What follows belongs to an exercise in optimizing a design on an open flow for small area; a production flow would make more cautious choices.
In this exercise RTL edits were held to simulation tests only and were not proved equivalent to the original.
Power figures rest on the tool's default switching activity, not on a simulated workload.

==> design/flow/design.v <==
package rob_pkg;
    localparam int ROB_DEPTH = 16;
    localparam int ROB_IDX   = 4;
    localparam int RETIRE_W  = 3;
    localparam int AR_SIZE   = 7;
    localparam int DATA_W    = 32;
endpackage
module rob_retire_sel #(
    parameter int AR_SIZE = rob_pkg::AR_SIZE
) (
    input  logic [1:0]         ret_cnt,
    input  logic [AR_SIZE-1:0] rd0,
    input  logic [AR_SIZE-1:0] rd1,
    input  logic [AR_SIZE-1:0] rd2,
    output logic [2:0]         wr_en
);
    logic t0, t1, t2;
    logic nz0, nz1, nz2;
    assign t0  = (ret_cnt != 2'd0);
    assign t1  = ret_cnt[1];
    assign t2  = (ret_cnt == 2'd3);
    assign nz0 = |rd0;
    assign nz1 = |rd1;
    assign nz2 = |rd2;
    assign wr_en[2] = t2 && nz2;
    assign wr_en[1] = t1 && nz1 && !(t2 && (rd2 == rd1));
    assign wr_en[0] = t0 && nz0 && !(t1 && (rd1 == rd0)) && !(t2 && (rd2 == rd0));
endmodule
module rob_data_next #(
    parameter int DATA_W = rob_pkg::DATA_W
) (
    input  logic [DATA_W-1:0] q,
    input  logic [DATA_W-1:0] d0,
    input  logic [DATA_W-1:0] d1,
    input  logic              hold,
    input  logic              sel0,
    input  logic              sel1,
    output logic [DATA_W-1:0] d
);
    assign d = ~((q & {DATA_W{hold}}) | (d0 & {DATA_W{sel0}}) | (d1 & {DATA_W{sel1}}));
endmodule
module rob_mux4oh (
    input  logic [3:0] in,
    input  logic [3:0] sel,
    output logic       out
);
    logic n3, n4;
    rob_aoi222 u_aoi (
        .a0 (in[0]), .b0 (sel[0]),
        .a1 (in[1]), .b1 (sel[1]),
        .a2 (in[2]), .b2 (sel[2]),
        .y  (n3)
    );
    rob_nand2 u_n4  (.a(in[3]), .b(sel[3]), .y(n4));
    rob_nand2 u_out (.a(n3), .b(n4), .y(out));
endmodule
module rob_aoi222 (
    input  logic a0, b0, a1, b1, a2, b2,
    output logic y
);
    assign y = !((a0 && b0) || (a1 && b1) || (a2 && b2));
endmodule
module rob_nand2 (
    input  logic a, b,
    output logic y
);
    assign y = !(a && b);
endmodule
module rob_rd_next (
    input  logic q,
    input  logic rd,
    input  logic wr,
    input  logic keep,
    output logic d
);
    assign d = (rd && wr) || (q && keep);
endmodule
module rob_commit #(
    parameter int ROB_DEPTH = rob_pkg::ROB_DEPTH,
    parameter int ROB_IDX   = rob_pkg::ROB_IDX,
    parameter int AR_SIZE   = rob_pkg::AR_SIZE,
    parameter int DATA_W    = rob_pkg::DATA_W
) (
    input  logic                clk,
    input  logic                rstn,
    input  logic                flush,
    input  logic                alloc_valid,
    input  logic                alloc_dest_en,
    input  logic [AR_SIZE-1:0]  alloc_rd,
    output logic                alloc_ready,
    output logic [ROB_IDX-1:0]  alloc_idx,
    input  logic                cmpl0_valid,
    input  logic [ROB_IDX-1:0]  cmpl0_idx,
    input  logic [DATA_W-1:0]   cmpl0_data,
    input  logic                cmpl1_valid,
    input  logic [ROB_IDX-1:0]  cmpl1_idx,
    input  logic [DATA_W-1:0]   cmpl1_data,
    output logic                ret_wr_en1,
    output logic [AR_SIZE-1:0]  ret_wr_addr1,
    output logic [DATA_W-1:0]   ret_wr_data1,
    output logic                ret_wr_en2,
    output logic [AR_SIZE-1:0]  ret_wr_addr2,
    output logic [DATA_W-1:0]   ret_wr_data2,
    output logic                ret_wr_en3,
    output logic [AR_SIZE-1:0]  ret_wr_addr3,
    output logic [DATA_W-1:0]   ret_wr_data3,
    output logic [1:0]          retire_count,
    output logic [ROB_IDX:0]    rob_count,
    output logic                rob_empty
);
    logic [ROB_DEPTH-1:0]                done_q;
    logic [ROB_DEPTH-1:0]                pol_q;
    logic [ROB_DEPTH-1:0][AR_SIZE-1:0]   rd_q, rd_d;
    logic [AR_SIZE-1:0]                  alloc_rd_m;
    logic [ROB_DEPTH-1:0][DATA_W-1:0]    data_q, data_d;
    logic [ROB_IDX-1:0]                  head_q;
    logic [ROB_IDX:0]                    count_q;
    logic [1:0]                          ret_cnt_q;
    logic [ROB_IDX-1:0]                  ph_q;
    logic [ROB_IDX-1:0]                  tail, h1, h2, ph;
    logic                                rdy0, rdy1, rdy2;
    logic [1:0]                          sel_cnt;
    logic [2:0]                          wr_en;
    assign tail        = head_q + count_q[ROB_IDX-1:0];
    assign alloc_ready = !count_q[ROB_IDX];
    assign alloc_idx   = tail;
    assign h1   = head_q + 4'd1;
    assign h2   = head_q + 4'd2;
    assign rdy0 = (count_q != 5'd0) && done_q[head_q];
    assign rdy1 = (count_q > 5'd1)  && done_q[h1];
    assign rdy2 = (count_q > 5'd2)  && done_q[h2];
    assign sel_cnt = !rdy0 ? 2'd0 : !rdy1 ? 2'd1 : !rdy2 ? 2'd2 : 2'd3;
    always_ff @(posedge clk) begin
        if (!rstn || flush) begin
            head_q    <= '0;
            count_q   <= '0;
            ret_cnt_q <= '0;
        end else begin
            head_q    <= head_q + {2'b00, sel_cnt};
            count_q   <= count_q + {4'd0, alloc_valid && alloc_ready} - {3'd0, sel_cnt};
            ret_cnt_q <= sel_cnt;
        end
    end
    always_ff @(posedge clk) ph_q <= head_q;
    assign alloc_rd_m = alloc_dest_en ? alloc_rd : '0;
    for (genvar i = 0; i < ROB_DEPTH; i++) begin : g_ent
        logic wr_tail, hit0, hit1;
        assign wr_tail = alloc_ready && (tail == i[ROB_IDX-1:0]);
        assign hit0    = cmpl0_valid && (cmpl0_idx == i[ROB_IDX-1:0]);
        assign hit1    = cmpl1_valid && (cmpl1_idx == i[ROB_IDX-1:0]);
        always_ff @(posedge clk) begin
            if (wr_tail) done_q[i] <= 1'b0;
            else if (hit0 || hit1) done_q[i] <= 1'b1;
            rd_q[i] <= rd_d[i];
            pol_q[i] <= !done_q[i] || !pol_q[i];
            data_q[i] <= data_d[i];
        end
        for (genvar j = 0; j < AR_SIZE; j++) begin : g_rd
            rob_rd_next u_rn (
                .q    (rd_q[i][j]),
                .rd   (alloc_rd_m[j]),
                .wr   (wr_tail),
                .keep (!wr_tail),
                .d    (rd_d[i][j])
            );
        end
        rob_data_next #(.DATA_W(DATA_W)) u_dn (
            .q    (data_q[i]),
            .d0   (cmpl0_data),
            .d1   (cmpl1_data),
            .hold (done_q[i]),
            .sel0 (!done_q[i] && !hit1),
            .sel1 (!done_q[i] && hit1),
            .d    (data_d[i])
        );
    end
    localparam int EW = 1 + AR_SIZE + DATA_W;
    logic [ROB_DEPTH-1:0][EW-1:0] ent;
    logic [3:0][EW-1:0]           bank;
    logic [2:0][EW-1:0]           slot;
    assign ph = ph_q;
    for (genvar e = 0; e < ROB_DEPTH; e++) begin : g_ent_rd
        assign ent[e] = {pol_q[e], rd_q[e], data_q[e]};
    end
    logic [3:0][3:0][EW-1:0] col;        
    logic [3:0][1:0]         row;        
    logic [3:0][3:0]         row_oh;
    logic [2:0][1:0]         bsel;       
    logic [2:0][3:0]         bsel_oh;
    for (genvar b = 0; b < 4; b++) begin : g_bank
        assign row[b] = ph[3:2] + {1'b0, (ph[1:0] > b[1:0])};
        for (genvar r = 0; r < 4; r++) begin : g_row
            assign row_oh[b][r] = (row[b] == r[1:0]);
            assign col[b][r]    = ent[4*r+b];
        end
        for (genvar j = 0; j < EW; j++) begin : g_bit
            rob_mux4oh u_mux (
                .in  ({col[b][3][j], col[b][2][j], col[b][1][j], col[b][0][j]}),
                .sel (row_oh[b]),
                .out (bank[b][j])
            );
        end
    end
    for (genvar k = 0; k < 3; k++) begin : g_slot
        assign bsel[k] = ph[1:0] + k[1:0];
        for (genvar b = 0; b < 4; b++) begin : g_b
            assign bsel_oh[k][b] = (bsel[k] == b[1:0]);
        end
        for (genvar j = 0; j < EW; j++) begin : g_bit
            rob_mux4oh u_mux (
                .in  ({bank[3][j], bank[2][j], bank[1][j], bank[0][j]}),
                .sel (bsel_oh[k]),
                .out (slot[k][j])
            );
        end
    end
    rob_retire_sel #(.AR_SIZE(AR_SIZE)) u_sel (
        .ret_cnt (ret_cnt_q),
        .rd0     (slot[0][EW-2:DATA_W]),
        .rd1     (slot[1][EW-2:DATA_W]),
        .rd2     (slot[2][EW-2:DATA_W]),
        .wr_en   (wr_en)
    );
    assign ret_wr_en1   = wr_en[0];
    assign ret_wr_en2   = wr_en[1];
    assign ret_wr_en3   = wr_en[2];
    assign ret_wr_addr1 = slot[0][EW-2:DATA_W];
    assign ret_wr_addr2 = slot[1][EW-2:DATA_W];
    assign ret_wr_addr3 = slot[2][EW-2:DATA_W];
    assign ret_wr_data1 = slot[0][DATA_W-1:0] ^ {DATA_W{slot[0][EW-1]}};
    assign ret_wr_data2 = slot[1][DATA_W-1:0] ^ {DATA_W{slot[1][EW-1]}};
    assign ret_wr_data3 = slot[2][DATA_W-1:0] ^ {DATA_W{slot[2][EW-1]}};
    assign retire_count = ret_cnt_q;
    assign rob_count    = count_q;
    assign rob_empty    = (count_q == '0);
endmodule
==> design/flow/flow/run.sh <==
#!/bin/bash
# The standard layout (standard.sh), with two changes made through ORFS
# variables: the port buffers are the smallest buffer, and CTS clusters up to
# 16 flip-flops per clkbuf_8 and inserts no dummy loads.
set -euo pipefail
export BUFFER_PORTS_ARGS="-buffer_cell sky130_fd_sc_hd__buf_1"
export CTS_ARGS="-sink_clustering_enable -repair_clock_nets -dont_use_dummy_load -buf_list {sky130_fd_sc_hd__clkbuf_8} -sink_clustering_size 16 -sink_clustering_max_diameter 60"
bash standard.sh > standard.log 2>&1
==> design/flow/standard.sh <==
#!/bin/bash
# synth_recipe.tcl (not shown) runs the flow's synth.tcl, then flattens the netlist and writes it again
# the make line also repeats each setting of config.mk as NAME=value (left out here)
make -C /OpenROAD-flow-scripts/flow DESIGN_CONFIG=/design/flow/config.mk WORK_HOME=/design/flow/orfs CLKGATE_MAP_FILE= SYNTH_SCRIPT=/design/flow/synth_recipe.tcl "${@:-finish}"
==> design/flow/config.mk <==
export PLATFORM = sky130hd
export DESIGN_NAME = rob_commit
export DESIGN_NICKNAME = rob_commit
export VERILOG_FILES = /design/flow/design.v
export SDC_FILE = /design/flow/constraint.sdc
export NUM_CORES = 4
export LEC_CHECK = 0
export CAP_MARGIN = 20
export CORE_MARGIN = 2
export CORE_UTILIZATION = 45
export PLACE_DENSITY = 0.6
export SLEW_MARGIN = 20
export SYNTH_HIERARCHICAL = 1
export SYNTH_MINIMUM_KEEP_SIZE = 0
==> design/flow/constraint.sdc <==
create_clock -name core_clock -period 6.0 [get_ports {clk}]
set_input_delay 1.2000 -clock core_clock [delete_from_list [all_inputs] [get_ports {clk}]]
set_output_delay 1.2000 -clock core_clock [all_outputs]
set_load 0.01 [all_outputs]
==> flow_summary.yaml, run 1 <==
yosys:
  synth.distinct_cells: 50
  synth.most_common_cell: "a222oi_1"
  yosysWarnings: 7
  syn_inst: 2746
  synthAdderAreaFrac_pct: 0.937
  synth-simple-area-share_pct: 10.1
  synth_top_family_by_area: "compound AO/OA/AOI/OAI gates"
  seq_area_frac_synth_pct: 46.2
  ys_seq_elements: 671
  synthMuxAreaShare_pct: 1.20
  synth_edf_count: 0
  synth_commonest_cells: "792 x a222oi_1, 671 x dfxtp_1, 606 x nand2_1, 113 x xor2_1, 112 x a22o_1"
  async_reset_ff_share_pct: 0
  synthTopCellsByArea: "dfxtp_1 46%, a222oi_1 27%, nand2_1 7.8%"
  synth_compound_area_share_pct: 31.8
  syn-cell-area_um2: 29100
  synth_ff_type: "dfxtp_1"
  netlist.area_leader.share_pct: 46.2
  syn-mean-instance-area_um2: 10.6
  synth-xor-area-share_pct: 4.03
  yosys.area.top_type: "dfxtp_1"
  syn_nets: 2852
drt:
  via_count: 28720
  drtIter0Drc: 7264
  post_drt_wl_per_cell_um: 32.5
  drtAntennaViolNets: 0
  via_per_inst: 7.61
  drc: 0
  dr.pass1.iters: 15
  wl_um: 123000
floorplanning:
  die_x_um: 258
  die_h_um: 258
  ios: 219
  initial_core_util_pct: 45.3
  die_area_um2: 66700
  rows: 93
  core_um2: 64200
pwr:
  leakagePower_nw: 11.1
  ir_drop_uv: 222
  p_per_area_nw_per_um2: 462
worst_hold_path:
  hold_path.class: "flop to flop"
  whs_path_depth: 1
cts:
  cts_resized: 0
  cts_buffer_depth: 3
  clk-insertion-delay-late_ns: 0.74
  clkTransAtPathRegs_ns: 0.08
  cts_hold_buffers: 0
  cts_made_buffers: 55
  root_buffer: "clkbuf_8"
  cts_setup_buffers: 0
  cts_tree: "yes"
  numClockSinks: 671
  htree_levels: 2
cells_and_area:
  areaGrowthSynthToFinish_pct: 7.43
  nFillCells: 6039
  final_layout_size_suffix_gt1_share_pct: 7.79
  final_area_um2: 31300
  nNetsFinal: 3021
setup_path:
  cp_data_arrival_time_ns: 4.68
  required_ns: 4.80
  slowest_stage: "and2_2"
  end_kind: "output port"
  crit_top_cell: "nand2_1"
  crit_fanout: 40
  path_cells: "or2_2 -> ha_1 -> xor2_1 -> and2_2 -> nand2_1 -> nand2_1 -> a222oi_1 -> nand2_1 -> xor2_1 -> nor4_1 -> a21oi_1 -> o21a_1 -> buf_1"
  startpoint_type: "flop"
  critPathMaxStageDelay_ns: 1.02
  worstSetupPathType: "flop to output port"
  r2r_cells: 11
sta:
  timing.hold.ws_ns: 0.396
  relSlewSlack_pct: 19.1
  period_share_pct: 98.1
  fmax_mhz: 170
  finClkSkew_ns: 0.0723
  hold_viol_final: 0
  min_period_ns: 5.88
  tightest_slew_ns: 1.21
  slew_violations: 0
  finalSetupViolCount: 0
job:
  drv_cap: 0
global_routing:
  grt_pass1_vias: 27716
  grt_pass1_wl_um: 178000
  track_usage_pct: 34.9
  antenna_found_initial: 7
  grt_max_degree: 82
  grt-ovfl-total: 0
place:
  dpl_cell_area_um2: 30500
  io_buffer_count: 218
  place_hpwl_um: 74000
  gp_congestion: 0.883
status:
  status: "complete, no violations"
[worst max-delay path: cells and delay by family, from the launching register on]
kind / cells / cell delay (ns)
adders and majority gates: 1 / 0.23
DFF: 1 / 0.40
buffers and inverters: 1 / 0.12
AOI/OAI and AO/OA: 3 / 0.37
xor gates and xnor gates: 2 / 0.37
and+or+nand+nor: 6 / 2.48
[layer usage]
metal  routed length, µm  vias to the layer above  GRT usage (%)
met2               53900                     2264           53.9
met1               45200                    14056           44.5
met3               17200                      370           10.3
li1                    -                    12024              -
met4                6340                        6           17.6
met5                  35                        -              0
[cell usage in the layout (no fill, tap or decap), drive strengths merged, types with 2 or more instances in the layout]
master / instances
a222oi: 792
dfxtp: 671
nand2: 606
buf: 297
xor2: 113
a22o: 112
clkbuf: 55
nor2: 35
a21oi: 34
inv: 25
and2: 22
xnor2: 21
ha: 17
nor3: 15
nand3: 13
mux4: 12
nor2b: 9
nor4: 9
diode: 5
o21ai: 5
a31oi: 5
or2: 4
mux2: 3
nor3b: 3
mux2i: 3
nand4: 3
nand2b: 3
fa: 3
a221oi: 2
a21o: 2
or3: 2
and3: 2
a32oi: 2
[per-module statistics from Yosys, one instance, submodules excluded, excerpt]
module | cells | area [µm²]
rob_nand2 | 1 | 3.75
rob_rd_next | 1 | 8.76
rob_aoi222 | 1 | 10.0
rob_commit | 1099 | 16500
[path summary, 6_finish.rpt]
path | end | slack (ns) | start
worst max-delay path | ret_wr_en1 | 0.12 | ph_q[0]
worst min-delay path | pol_q[15] | 0.40 | pol_q[15]
worst max register to register | count_q[4] | 1.93 | head_q[1]
worst min register to register | pol_q[15] | 0.40 | pol_q[15]
[state kept, by name (all words and copies together) (netlist names)]
| signal | cells |
|---|---|
| ph_q | 4 |
| data_q | 512 |
| rd_q | 112 |
| ret_cnt_q | 2 |
| count_q | 5 |
| pol_q | 16 |
| head_q | 4 |
| done_q | 16 |
[cell type report]
cell class	count	area [µm²]	area share (%)
multi-input combinational	1864	14400	46.2
sequential	671	13500	43.0
timing repair buffer	297	1440	4.59
tap	855	1070	3.42
clock buffer	55	757	2.42
inverter	26	98.8	0.316
antenna	5	12.5	0.0400
[report_power, final]
group	internal, mW	switching, mW	total, mW
clock	0.815	1.47	2.29
sequential	6.33	0.961	7.29
combinational	2.36	2.51	4.87
[kinds of logic after synthesis]
| group | Yosys count |
|---|---|
| simple gates | 731 |
| mux | 18 |
| compound gates | 960 |
| xor+xnor | 134 |
| fa+ha+maj | 20 |
| buf+inv | 212 |
| flops | 671 |
[per-stage QoR]
stage	total power [mW]	util [%]	setup TNS, ns	std cells	worst slack [ns]
2_1_floorplan	10.7	-	0	2746	0.0380
3_3_place_gp	11.9	47.4	0	3711	1.00
3_5_place_dp	12.1	47.4	0	3711	0.905
4_1_cts	14.3	48.6	0	3766	0.141
5_1_grt	15.2	48.7	-0.00803	3771	-0.00803
6_report	14.4	48.7	0	3773	0.116
==> run 2: changes to the inputs <==
--- a/design/flow/design.v
+++ b/design/flow/design.v
@@ -27,17 +27,42 @@
     assign wr_en[0] = t0 && nz0 && !(t1 && (rd1 == rd0)) && !(t2 && (rd2 == rd0));
 endmodule
 module rob_data_next #(
-    parameter int DATA_W = rob_pkg::DATA_W
-) (
-    input  logic [DATA_W-1:0] q,
-    input  logic [DATA_W-1:0] d0,
-    input  logic [DATA_W-1:0] d1,
-    input  logic              hold,
-    input  logic              sel0,
-    input  logic              sel1,
-    output logic [DATA_W-1:0] d
-);
-    assign d = ~((q & {DATA_W{hold}}) | (d0 & {DATA_W{sel0}}) | (d1 & {DATA_W{sel1}}));
+    parameter int W = 16
+) (
+    input  logic [W-1:0] q,
+    input  logic [W-1:0] d0,
+    input  logic [W-1:0] d1,
+    input  logic         done,
+    input  logic         hit1,
+    output logic [W-1:0] d
+);
+    logic sel0, sel1;
+    rob_data_sel u_sel (.done(done), .hit1(hit1), .sel0(sel0), .sel1(sel1));
+    rob_data_mux #(.W(W)) u_mux (
+        .q(q), .d0(d0), .d1(d1), .hold(done), .sel0(sel0), .sel1(sel1), .d(d)
+    );
+endmodule
+module rob_data_sel (
+    input  logic done,
+    input  logic hit1,
+    output logic sel0,
+    output logic sel1
+);
+    assign sel0 = !done && !hit1;
+    assign sel1 = !done && hit1;
+endmodule
+module rob_data_mux #(
+    parameter int W = 16
+) (
+    input  logic [W-1:0] q,
+    input  logic [W-1:0] d0,
+    input  logic [W-1:0] d1,
+    input  logic         hold,
+    input  logic         sel0,
+    input  logic         sel1,
+    output logic [W-1:0] d
+);
+    assign d = ~((q & {W{hold}}) | (d0 & {W{sel0}}) | (d1 & {W{sel1}}));
 endmodule
 module rob_mux4oh (
     input  logic [3:0] in,
@@ -164,15 +189,16 @@
                 .d    (rd_d[i][j])
             );
         end
-        rob_data_next #(.DATA_W(DATA_W)) u_dn (
-            .q    (data_q[i]),
-            .d0   (cmpl0_data),
-            .d1   (cmpl1_data),
-            .hold (done_q[i]),
-            .sel0 (!done_q[i] && !hit1),
-            .sel1 (!done_q[i] && hit1),
-            .d    (data_d[i])
-        );
+        for (genvar p = 0; p < 2; p++) begin : g_dn
+            rob_data_next #(.W(DATA_W/2)) u_dn (
+                .q    (data_q[i][p*DATA_W/2 +: DATA_W/2]),
+                .d0   (cmpl0_data[p*DATA_W/2 +: DATA_W/2]),
+                .d1   (cmpl1_data[p*DATA_W/2 +: DATA_W/2]),
+                .done (done_q[i]),
+                .hit1 (hit1),
+                .d    (data_d[i][p*DATA_W/2 +: DATA_W/2])
+            );
+        end
     end
     localparam int EW = 1 + AR_SIZE + DATA_W;
     logic [ROB_DEPTH-1:0][EW-1:0] ent;
==> run 2 against run 1 <==
  * Worst setup slack improved by 0.32 ns
  * Largest cell class unchanged
  * Largest power group unchanged
  * Clock-buffer cell count fell by 1
  * Wire length fell by 5.5%
  * Utilization barely moved
  * Design area fell by 0.20%
  * Critical path type unchanged
==> flow_summary.yaml, run 2 <==
cells_and_area:
  fin_util_pct: 48.7
  final_cell_mix: "792 x a222oi_1, 658 x dfxtp_1, 603 x nand2_1, 218 x buf_1, 113 x a22o_1"
  top_regs: "data_q (512), rd_q (112)"
  nNetsFinal: 3063
  final_layout_size_suffix_gt1_share_pct: 7.21
  areaGrowthSynthToFinish_pct: 7.50
  largest_reg_flops: 512
  largest-register: "data_q"
  final_common_cell: "a222oi_1"
drt:
  via_per_inst: 7.53
  drtIter0Drc: 6991
  drtAntennaViolNets: 0
  dr.pass1.iters: 15
  via_count: 28704
  post_drt_wl_per_cell_um: 30.4
  wl_um: 116000
  drc: 0
sta:
  relSlewSlack_pct: 19.2
  fmax_mhz: 180
  setup_tns_ns: 0
  min_period_ns: 5.56
  finClkSkew_ns: 0.0603
  finalSetupViolCount: 0
  slew_violations: 0
  rsz0062_at_grt: "false"
  tightest_slew_ns: 1.21
  period_share_pct: 92.7
  hold_viol_final: 0
cts:
  cts_resized: 0
  cts_buffer_depth: 3
  clk-insertion-delay-late_ns: 0.70
  numClockSinks: 671
  cts_hold_buffers: 0
  htree_levels: 2
  root_buffer: "clkbuf_8"
  cts_made_buffers: 54
  cts_setup_buffers: 0
  clkTransAtPathRegs_ns: 0.10
  cts_tree: "yes"
yosys:
  synth_commonest_cells: "792 x a222oi_1, 671 x dfxtp_1, 606 x nand2_1, 113 x a22o_1, 112 x xor2_1"
  syn-mean-instance-area_um2: 10.5
  netlist.area_leader.share_pct: 46.3
  synth_edf_count: 0
  synth_ff_type: "dfxtp_1"
  syn_nets: 2859
  syn_inst: 2753
  async_reset_ff_share_pct: 0
  seq_area_frac_synth_pct: 46.3
  yosysWarnings: 7
  synth.most_common_cell: "a222oi_1"
  synthTopCellsByArea: "dfxtp_1 46%, a222oi_1 27%, nand2_1 7.8%"
  yosys.area.top_type: "dfxtp_1"
  ys_seq_elements: 671
  synth.distinct_cells: 57
  syn-cell-area_um2: 29000
place:
  gp_congestion: 0.894
  io_buffer_count: 218
  place_hpwl_um: 74400
global_routing:
  grt_pass1_vias: 27801
  antenna_found_initial: 2
  grt-ovfl-total: 0
  grt_pass1_wl_um: 170000
  grt_max_degree: 77
  track_usage_pct: 32.9
floorplanning:
  core_um2: 64100
  die_x_um: 258
  ios: 219
  die_area_um2: 66500
  die_h_um: 258
  rows: 93
  initial_core_util_pct: 45.3
worst_hold_path:
  hold_path.class: "flop to flop"
  hold_end: "pol_q[4]"
  whs_path_depth: 1
  min-delay-start: "pol_q[4]"
setup_path:
  path_cells: "ha_1 -> xnor2_1 -> and2_2 -> a222oi_1 -> nand2_1 -> a222oi_1 -> nand2_1 -> or4_1 -> o41ai_2 -> a41oi_1 -> buf_1"
  r2r_start: "head_q[0]"
  worstSetupPathType: "flop to output port"
  slowest_stage: "and2_2"
  end_kind: "output port"
  r2r_slack_ns: 2.06
  r2r_end: "count_q[4]"
  required_ns: 4.80
  critPathMaxStageDelay_ns: 0.61
  r2r_cells: 12
  cp_data_arrival_time_ns: 4.36
  crit_fanout: 40
  startpoint_type: "flop"
job:
  drv_cap: 0
pwr:
  ir_drop_uv: 180
  leakagePower_nw: 11.2
  p_per_area_nw_per_um2: 460
status:
  status: "complete, no violations"
[run 2: cell types whose count changed after synthesis, sizes merged, moves of 3 or more]
cell    before  now
buf        178  130
nor2        35   81
nor2b        9   39
a21oi       34   11
o31a         0   14
nand3       13    6
mux2i        3    9
mux4        12    8
nand3b       1    5
a31oi        5    2
and2        21   18
nor4         9    6
[run 2: cells by family (layout without fill, tap and decap cells)]
| family | after synthesis | after routing | synth area share, % |
|---|---|---|---|
| fa+ha+maj | 20 | 20 | 0.940 |
| xor+xnor | 133 | 133 | 4.10 |
| other cells | 0 | 1 | 0 |
| mux | 18 | 18 | 0.996 |
| buf+inv | 163 | 365 | 4.22 |
| simple gates | 798 | 798 | 11.5 |
| flops | 671 | 671 | 46.3 |
| compound gates | 950 | 950 | 31.9 |
[run 2: through the flow]
stage | total power, mW | hold slack (ns) | setup slack [ns] | instance area (µm²) | std cells
2_1_floorplan | 10.7 | 0.326 | 0.0380 | 29000 | 2753
3_3_place_gp | 11.8 | 0.373 | 1.36 | 30400 | 3755
3_5_place_dp | 12.1 | 0.377 | 1.28 | 30500 | 3756
4_1_cts | 14.3 | 0.399 | 0.530 | 31200 | 3810
5_1_grt | 15.1 | 0.414 | 0.258 | 31200 | 3811
6_report | 14.3 | 0.399 | 0.441 | 31200 | 3811
[run 2: worst max path at each step]
stage	end	cells after the start	startpoint	slack, ns
2_1_floorplan	ret_wr_data1[10]	11	ph_q[1]	0.04
3_3_place_gp	ret_wr_en2	11	ph_q[2]	1.36
3_5_place_dp	ret_wr_en2	12	ph_q[1]	1.28
4_1_cts	ret_wr_en2	12	ph_q[1]	0.53
5_1_grt	ret_wr_en2	11	ph_q[2]	0.26
6_report	ret_wr_en2	11	ph_q[2]	0.44
[run 2: power breakdown]
part	total, mW	leakage [nW]	internal, mW	switching (mW)
Sequential	7.31	5.61	6.32	0.986
Combinational	4.77	5.22	2.37	2.40
Clock	2.27	0.388	0.801	1.47
[run 2: cell type report]
type	instances	area [µm²]
antenna	1	2.50
fill	5946	32900
multi-input combinational	1919	14500
inverter	26	98.8
tap	855	1070
timing repair buffer	285	1350
sequential	671	13400
clock buffer	54	743
[run 2: Yosys stat by module, one instance, submodules excluded, a selection]
module | flip-flops and latches | cell area (µm²)
rob_aoi222 | 0 | 10.0
rob_commit | 671 | 16400
rob_data_sel | 0 | 12.5
rob_nand2 | 0 | 3.75
rob_rd_next | 0 | 8.76
[run 2: worst max-delay path: cells and delay by family (launching register included)]
family,cells,cell delay [ns]
and+or+nand+nor,4,1.54
xor gates and xnor gates,1,0.13
adders and majority gates,1,0.28
AOI/OAI and AO/OA,4,1.00
DFF,1,0.55
buffers and inverters,1,0.16
[run 2: metal layers]
| layer | up-vias | wire [µm] | global-route usage, % |
|---|---|---|---|
| met3 | 353 | 14200 | 6.93 |
| met4 | 2 | 6370 | 18.6 |
| li1 | 12130 | - | - |
| met2 | 2131 | 51900 | 51.8 |
| met5 | - | 10 | 0 |
| met1 | 14088 | 43600 | 42.0 |
==> run 3: changes to the inputs <==
--- a/design/flow/design.v
+++ b/design/flow/design.v
@@ -142,18 +142,38 @@
     logic [ROB_IDX:0]                    count_q;
     logic [1:0]                          ret_cnt_q;
     logic [ROB_IDX-1:0]                  ph_q;
-    logic [ROB_IDX-1:0]                  tail, h1, h2, ph;
+    logic [ROB_IDX-1:0]                  tail, ph;
     logic                                rdy0, rdy1, rdy2;
     logic [1:0]                          sel_cnt;
     logic [2:0]                          wr_en;
     assign tail        = head_q + count_q[ROB_IDX-1:0];
     assign alloc_ready = !count_q[ROB_IDX];
     assign alloc_idx   = tail;
-    assign h1   = head_q + 4'd1;
-    assign h2   = head_q + 4'd2;
-    assign rdy0 = (count_q != 5'd0) && done_q[head_q];
-    assign rdy1 = (count_q > 5'd1)  && done_q[h1];
-    assign rdy2 = (count_q > 5'd2)  && done_q[h2];
+    logic [3:0][3:0] hcol;               
+    logic [3:0][1:0] hrow;
+    logic [3:0][3:0] hrow_oh;
+    logic [3:0]      hbank;
+    logic [2:0][1:0] hbsel;
+    logic [2:0][3:0] hbsel_oh;
+    logic [2:0]      hdone;
+    for (genvar b = 0; b < 4; b++) begin : g_hbank
+        assign hrow[b] = head_q[3:2] + {1'b0, (head_q[1:0] > b[1:0])};
+        for (genvar r = 0; r < 4; r++) begin : g_row
+            assign hrow_oh[b][r] = (hrow[b] == r[1:0]);
+            assign hcol[b][r]    = done_q[4*r+b];
+        end
+        rob_mux4oh u_mux (.in(hcol[b]), .sel(hrow_oh[b]), .out(hbank[b]));
+    end
+    for (genvar k = 0; k < 3; k++) begin : g_hslot
+        assign hbsel[k] = head_q[1:0] + k[1:0];
+        for (genvar b = 0; b < 4; b++) begin : g_b
+            assign hbsel_oh[k][b] = (hbsel[k] == b[1:0]);
+        end
+        rob_mux4oh u_mux (.in(hbank), .sel(hbsel_oh[k]), .out(hdone[k]));
+    end
+    assign rdy0 = (count_q != 5'd0) && hdone[0];
+    assign rdy1 = (count_q > 5'd1)  && hdone[1];
+    assign rdy2 = (count_q > 5'd2)  && hdone[2];
     assign sel_cnt = !rdy0 ? 2'd0 : !rdy1 ? 2'd1 : !rdy2 ? 2'd2 : 2'd3;
     always_ff @(posedge clk) begin
         if (!rstn || flush) begin
==> run 3 against run 2 <==
  * Critical path depth up 1
  * Synthesized cell count up 1.1%
  * Sequential power down 0.7%
  * Worst setup slack worse by 0.019 ns
  * Combinational power up 1%
  * Design area down 0.29%
  * Highest routed layer is now met4
  * Fmax down 0.33%
  * Worst hold slack worse by 0.0080 ns
  * Largest power group unchanged
==> flow_summary.yaml, run 3 <==
status:
  status: "complete, no violations"
yosys:
  synthMuxAreaShare_pct: 0
  synth_ff_type: "dfxtp_1"
  synth_compound_area_share_pct: 31.7
  synthAdderAreaFrac_pct: 1.07
  synth-xor-area-share_pct: 4.21
  synthTopCellsByArea: "dfxtp_1 46%, a222oi_1 28%, nand2_1 8.0%"
  syn-cell-area_um2: 28900
  syn_nets: 2891
  seq_area_frac_synth_pct: 46.4
  yosys.area.top_type: "dfxtp_1"
  synth.most_common_cell: "a222oi_1"
  synth-simple-area-share_pct: 12.4
  ys_seq_elements: 671
  synth_commonest_cells: "799 x a222oi_1, 671 x dfxtp_1, 617 x nand2_1, 116 x xor2_1, 112 x a22o_1"
  syn-mean-instance-area_um2: 10.4
  synth_edf_count: 0
  yosysWarnings: 7
  syn_inst: 2782
  synth.distinct_cells: 46
  async_reset_ff_share_pct: 0
  synth_top_family_by_area: "compound AO/OA/AOI/OAI gates"
  netlist.area_leader.share_pct: 46.4
cells_and_area:
  largest_reg_flops: 512
  final_layout_size_suffix_gt1_share_pct: 6.72
  nNetsFinal: 3100
  final_cell_mix: "799 x a222oi_1, 670 x dfxtp_1, 614 x nand2_1, 218 x buf_1, 116 x xor2_1"
  nFillCells: 5950
  largest-register: "data_q"
  final_common_cell: "a222oi_1"
  top_regs: "data_q (512), rd_q (112)"
  final_cells: 3838
  final_area_um2: 31100
  regArea_um2: 13400
  multi_input_area_um2: 14400
  areaGrowthSynthToFinish_pct: 7.52
  fin_util_pct: 49.1
floorplanning:
  die_h_um: 258
  die_x_um: 258
  initial_core_util_pct: 45.7
  rows: 92
  ios: 219
  core_um2: 63300
  die_area_um2: 66300
global_routing:
  grt_max_degree: 73
  grt_pass1_wl_um: 167000
  track_usage_pct: 32.1
  grt_pass1_vias: 27096
  grt-ovfl-total: 0
  antenna_found_initial: 4
pwr:
  leakagePower_nw: 11.2
  p_per_area_nw_per_um2: 461
  ir_drop_uv: 337
job:
  drv_cap: 0
cts:
  cts_made_buffers: 53
  cts_setup_buffers: 0
  numClockSinks: 671
  htree_levels: 2
  cts_tree: "yes"
  clkTransAtPathRegs_ns: 0.10
  cts_resized: 0
  cts_buffer_depth: 3
  root_buffer: "clkbuf_8"
  cts_hold_buffers: 0
  clk-insertion-delay-late_ns: 0.71
worst_hold_path:
  hold_path.class: "flop to flop"
  whs_path_depth: 1
setup_path:
  critPathMaxStageDelay_ns: 0.57
  r2r_cells: 21
  cp_data_arrival_time_ns: 4.38
  end_kind: "output port"
  crit_fanout: 25
  critical_path.top_delay_family: "simple AND/OR/NAND/NOR gates"
  path_cells: "and2_4 -> ha_1 -> xor2_1 -> nor2_4 -> a222oi_1 -> nand2_1 -> a222oi_1 -> nand2_1 -> or4_1 -> o41ai_2 -> a41oi_1 -> buf_1"
  cp_num_cells: 12
  slowest_stage: "a222oi_1"
  startpoint_type: "flop"
  crit_buf_inv: 1
  required_ns: 4.80
  worstSetupPathType: "flop to output port"
drt:
  via_per_inst: 7.44
  drtAntennaViolNets: 0
  drtIter0Drc: 6689
  post_drt_wl_per_cell_um: 29.4
  wl_um: 113000
  drc: 0
  via_count: 28559
  dr.pass1.iters: 15
place:
  dp_slack_ns: 1.22
  gp_congestion: 0.869
  dp_cells: 3782
  io_buffer_count: 218
  dpl_cell_area_um2: 30400
  place_hpwl_um: 72800
sta:
  slew_violations: 0
  setup_tns_ns: 0
  hold_viol_final: 0
  tightest_slew_ns: 1.25
  relSlewSlack_pct: 16.5
  fin_ws_ns: 0.422
  fmax_mhz: 179
  finClkSkew_ns: 0.0656
  period_share_pct: 93.0
  finalSetupViolCount: 0
  min_period_ns: 5.58
  rsz0062_at_grt: "false"
run 3: changes by cell type in the layout (fill, tap and decap cells not counted), moves of 12 or more:
cell | before | now
dfxtp_1 | 658 | 670
nor3_1 | 15 | 28
nor2_1 | 65 | 87
dfxtp_2 | 13 | 1
o31a_1 | 14 | 0
run 3: logic make-up after synthesis:
group / after synthesis
buf+inv: 155
compound gates: 945
fa+ha+maj: 23
simple gates: 852
xor+xnor: 136
flops: 671
run 3: power breakdown:
group,total [mW],internal [mW],switching [mW]
combinational,4.84,2.36,2.48
clock,2.24,0.788,1.46
sequential,7.26,6.33,0.934
total,14.3,9.47,4.87
run 3: per-layer routing:
metal  routed length [µm]  vias to the layer above  GRT usage [%]
met5                    0                        -              0
met4                 3700                        0           13.5
met3                13000                      251           6.36
met2                52000                     2032           51.2
met1                44300                    14073           42.4
li1                     -                    12203              -
run 3: per-stage QoR:
step / total power [mW] / hold slack [ns]
6_report: 14.3 / 0.391
5_1_grt: 15.1 / 0.398
4_1_cts: 14.3 / 0.392
3_5_place_dp: 12.1 / 0.376
3_3_place_gp: 11.8 / 0.374
2_1_floorplan: 10.7 / 0.366
run 3: area by class of cell:
type | instances | area share [%]
tap | 846 | 3.40
inverter | 17 | 0.209
timing repair buffer | 292 | 4.46
antenna | 3 | 0.0241
multi-input combinational | 1956 | 46.4
clock buffer | 53 | 2.34
sequential | 671 | 43.2
run 3: final timing paths:
| check | from | slack, ns | to |
|---|---|---|---|
| setup / recovery | ph_q[1] | 0.42 | ret_wr_en2 |
| hold / removal | pol_q[15] | 0.39 | pol_q[15] |
| setup reg to reg | head_q[1] | 1.76 | count_q[4] |
| hold reg to reg | pol_q[15] | 0.39 | pol_q[15] |
run 3: Yosys stat by module (local to each module, per instance), a selection:
| module | cell area, µm² | cells inside | times used |
|---|---|---|---|
| rob_aoi222 | 10.0 | 1 | 287 |
| rob_commit | 16200 | 1098 | 1 |
| rob_data_sel | 12.5 | 2 | 32 |
| rob_nand2 | 3.75 | 1 | 574 |
| rob_rd_next | 8.76 | 1 | 112 |

port drivers added, routing unchanged:
No port has a modelled driver above. Below, the same layouts with a new extraction and two added sets of constraints. Step 1, drivers: a clkbuf_16 drives clk and a buf_2 each remaining input, both assumed. Step 2 also shifts input and output timing later by t, the mid clock arrival at the registers, as if the neighbouring blocks saw the same clock. Slacks: no drivers / after step 1 / after step 2; pairs: no drivers / after step 1.
run | t (ns) | setup WS [ns] | clock arrival spread, ns | worst data-port slew with drivers (ns) | cell pins on the clock port's net
run 1 | 0.764 | 0.116 / 0.055 / 0.818 | 0.077 / 0.077 | 0.14 | 1
run 2 | 0.730 | 0.441 / 0.381 / 1.111 | 0.071 / 0.071 | 0.09 | 1
run 3 | 0.724 | 0.422 / 0.365 / 1.089 | 0.089 / 0.089 | 0.08 | 1
After both steps every run listed still meets setup and hold.
